Context: an optimization exercise on an open-source flow, tuned for small area, a short achievable clock period and few clock cycles. The choices shown serve that exercise and are no tape-out recipe.
Only simulation tests tie the RTL to the original design; equivalence was not proved.
No activity file was given, so power comes from the tool's default toggle rates.

Design mips32_pipe_core_p, start of the top module:
module mips32_pipe_core_p #(
    parameter int XLEN       = 32,
    parameter int ADDR_W     = 10,
    parameter int RESET_PC   = 0,
    parameter int FORWARD_EN = 1,
    parameter int CNT_W      = 32
) (
    input  logic              clock,
    input  logic              reset,
    output logic [ADDR_W-1:0] imem_addr,
    input  logic [31:0]       imem_rdata,
    output logic [ADDR_W-1:0] dmem_addr,
    output logic [XLEN-1:0]   dmem_wdata,
    output logic              dmem_we,
    input  logic [XLEN-1:0]   dmem_rdata,
    output logic              halted,
    output logic [CNT_W-1:0]  retired
);
For scale: roughly 1500 flip-flops, about 150 I/O pins.
Settings: LEC_CHECK=0, CAP_MARGIN=20, CORE_MARGIN=2, CORE_UTILIZATION=48, CTS_CLUSTER_DIAMETER=250, CTS_CLUSTER_SIZE=20, PLACE_DENSITY=0.6, SLEW_MARGIN=20; clock period 12.0 ns.
standard.sh (not shown) runs the stock make flow with config.mk's settings and CLKGATE_MAP_FILE= SYNTH_SCRIPT=/design/flow/synth_recipe.tcl, a recipe that flattens the netlist after the stock synthesis.
==> flow/flow/run.sh <==
#!/bin/bash
# The standard layout (standard.sh), with two changes to how it is made:
#  - the timing repair steps aim for a setup margin (the clock period and
#    constraints stay the standard flow's);
#  - the port buffers are plain buffers instead of the library's pick.
set -euo pipefail
export SETUP_SLACK_MARGIN=8
export BUFFER_PORTS_ARGS="-buffer_cell sky130_fd_sc_hd__buf_2"
bash standard.sh > standard_flow.log 2>&1
Testbench counts at the start, summed over its fixed seeds: cycles 77,687.
Next try:
--- a/flow/design.v
+++ b/flow/design.v
@@ -36,24 +36,22 @@
     logic              r_idex_lbr, r_idex_bnez, r_idex_pred;   
     logic [ADDR_W-1:0] r_idex_alt;                            
     logic              r_idex_fa_ex, r_idex_fa_wb, r_idex_fa_rf;
     logic              r_idex_fb_exp, r_idex_fb_exn, r_idex_fb_wbp, r_idex_fb_wbn, r_idex_fb_rf;
     logic              r_idex_sub, r_idex_s_sum, r_idex_s_and, r_idex_s_or, r_idex_s_slt;
     logic [4:0]        r_idex_dst;
     logic [XLEN-1:0]   r_idex_a, r_idex_b;
     logic [ADDR_W-1:0] r_idex_imm;
     logic              r_exmem_valid, r_exmem_we, r_exmem_lw, r_exmem_mul, r_exmem_lw_or_mul;
     logic [4:0]        r_exmem_dst;
-    logic [XLEN-1:0]   r_exmem_alu;       
-    logic [ADDR_W-1:0] r_exmem_addr;      
-    logic              r_memwb_we;
-    logic [4:0]        r_memwb_dst;
+    logic [XLEN-1:0]   r_exmem_alu, r_exmem_sdata;
+    logic [31:1]       r_memwb_wen;       
     logic [XLEN-1:0]   r_memwb_wdata;
     logic [31:1]       r_zf;              
     logic              r_m_ex_rs, r_m_ex_rt, r_m_mem_rs, r_m_mem_rt, r_m_wb_rs, r_m_wb_rt;
     logic [5:0]      w_op;
     logic [4:0]      w_rs, w_rt, w_rd, w_dst;
     logic            w_we, w_cnt, w_uimm, w_late;
     logic [XLEN-1:0] w_rs_val, w_rt_val, w_b_val;
     logic            w_sub;
     logic            w_stall, w_id_hlt, w_taken, w_br;
     assign w_op = r_ifid_ir[31:26];
@@ -124,21 +122,20 @@
     assign w_ex_b = ({XLEN{r_idex_fb_exp}} & r_exmem_alu) | ({XLEN{r_idex_fb_exn}} & ~r_exmem_alu) |
                     ({XLEN{r_idex_fb_wbp}} & r_memwb_wdata) | ({XLEN{r_idex_fb_wbn}} & ~r_memwb_wdata) |
                     ({XLEN{r_idex_fb_rf}} & r_idex_b);
     logic [XLEN:0] w_sum_x;
     assign w_sum_x = {w_ex_a, 1'b1} + {w_ex_b, r_idex_sub};
     assign w_sum   = w_sum_x[XLEN:1];
     assign w_lt   = (w_ex_a[XLEN-1] == w_ex_b[XLEN-1]) ? w_ex_a[XLEN-1] : w_sum[XLEN-1];
     assign w_alu  = ({XLEN{r_idex_s_sum}} & w_sum) |
                     ({XLEN{r_idex_s_and}} & (w_ex_a & w_ex_b)) |
                     ({XLEN{r_idex_s_or}}  & (w_ex_a | w_ex_b)) |
-                    ({XLEN{r_idex_sw}}    & w_ex_b) |
                     {{(XLEN-1){1'b0}}, r_idex_s_slt & w_lt};
     assign w_saddr = w_ex_a[ADDR_W-1:0] + r_idex_imm;
     logic w_z_mem, w_z_wb, w_z_rf, w_rs_zero, w_br_late;
     assign w_z_mem   = r_exmem_alu == '0;
     assign w_z_wb    = r_memwb_wdata == '0;
     assign w_z_rf    = (w_rs == 5'd0) ? 1'b1 : r_zf[w_rs];
     assign w_rs_zero = w_mem_rs ? w_z_mem : r_m_wb_rs ? w_z_wb : w_z_rf;
     assign w_br_late = w_ex_rs || (r_exmem_lw_or_mul && w_mem_rs);
     logic w_taken_ex, w_redirect_ex;
     assign w_taken_ex    = (r_idex_fa_ex ? w_z_mem : w_z_wb) ^ r_idex_bnez;
@@ -1979,33 +1976,33 @@
         r_idex_a      <= w_rs_val;
         r_idex_b      <= w_b_val;
         r_idex_imm    <= r_ifid_ir[ADDR_W-1:0];
         r_exmem_valid <= !reset && r_idex_valid;
         r_dwe         <= !reset && r_idex_valid && r_idex_sw;
         r_exmem_dst   <= r_idex_dst;
         r_exmem_we    <= r_idex_we;
         r_exmem_lw    <= r_idex_lw;
         r_exmem_mul   <= r_idex_mul;
         r_exmem_lw_or_mul <= r_idex_lw || r_idex_mul;
-        r_exmem_alu   <= w_alu;
-        r_exmem_addr  <= r_idex_sw ? w_saddr : w_sum[ADDR_W-1:0];
-        r_memwb_we    <= !reset && r_exmem_valid && r_exmem_we;
-        r_memwb_dst   <= r_exmem_dst;
+        r_exmem_alu   <= r_idex_sw ? XLEN'(w_saddr) : w_alu;
+        r_exmem_sdata <= w_ex_b;
+        for (int i = 1; i < 32; i++)
+            r_memwb_wen[i] <= reset || (r_exmem_valid && r_exmem_we && r_exmem_dst == 5'(i));
         r_memwb_wdata <= r_exmem_lw ? dmem_rdata : (r_exmem_mul ? w_mul : r_exmem_alu);
         for (int i = 1; i < 32; i++)
-            if (r_rst || (r_memwb_we && r_memwb_dst == 5'(i))) begin
+            if (r_memwb_wen[i]) begin
                 r_rf[i] <= w_wb_data;
                 r_zf[i] <= w_wb_data == '0;
             end
         if (r_rst) r_retired <= '0;
         else if (r_idex_valid && r_idex_cnt && r_retired != '1) r_retired <= r_retired + CNT_W'(1);
         if (reset) r_halted <= 1'b0;
         else if (r_idex_valid && r_idex_hlt) r_halted <= 1'b1;
     end
     assign imem_addr  = r_pc;
-    assign dmem_addr  = r_exmem_addr;
-    assign dmem_wdata = r_exmem_alu;
+    assign dmem_addr  = ADDR_W'(r_exmem_alu);
+    assign dmem_wdata = r_exmem_sdata;
     assign dmem_we    = r_dwe;
     assign halted     = r_halted;
     assign retired    = r_retired;
 endmodule
 `default_nettype wire
=> The changed run ran to the end with no violations. Global-route usage shrinks by 0.75 points. Non-clock buffer count shrinks by 25. Design area grows by about 0.6%. First-iteration DRC count shrinks by about 7%. Register-to-register slack gains 70 ps. Hold slack stays flat. Setup slack gains 68 ps. Sequential power grows by about 3%. Die area grows by about 0.7%. Synthesized area grows by about 0.7%. Flip-flop and latch count grows by 47. Sequential share of layout area grows by 0.91 points. Via count shrinks by about 0.6%. Routed wire length shrinks by 0.69%.
Testbench counts after the change, summed over its fixed seeds: cycles 77,687.

[what the ideal ports hide]
In the flow no input, the clock included, has a driving cell. The finished layouts below were timed again as built, in two steps.
Step 1: set_driving_cell puts a clkbuf_16 on clock and a buf_2 on each other input, an assumption about the parent block.
Step 2, shift: input delay + t, output delay - t, t = (earliest + latest rising clock arrival at the registers) / 2. This alone moves slack from input paths to output paths.
Three values: no drivers, after step 1, after step 2; two values: the first two.
run | shift t [ns] | slack for setup (ns) | worst data-port slew with drivers (ns)
the first run | 0.802 | 7.798 / 7.798 / 7.300 | 0.10
the second run | 0.828 | 7.866 / 7.866 / 7.256 | 0.09
After both steps every run listed still meets setup and hold. For the second run, which loses most, drivers alone change the setup slack by 0.000 ns; drivers and shift together by -0.610 ns.
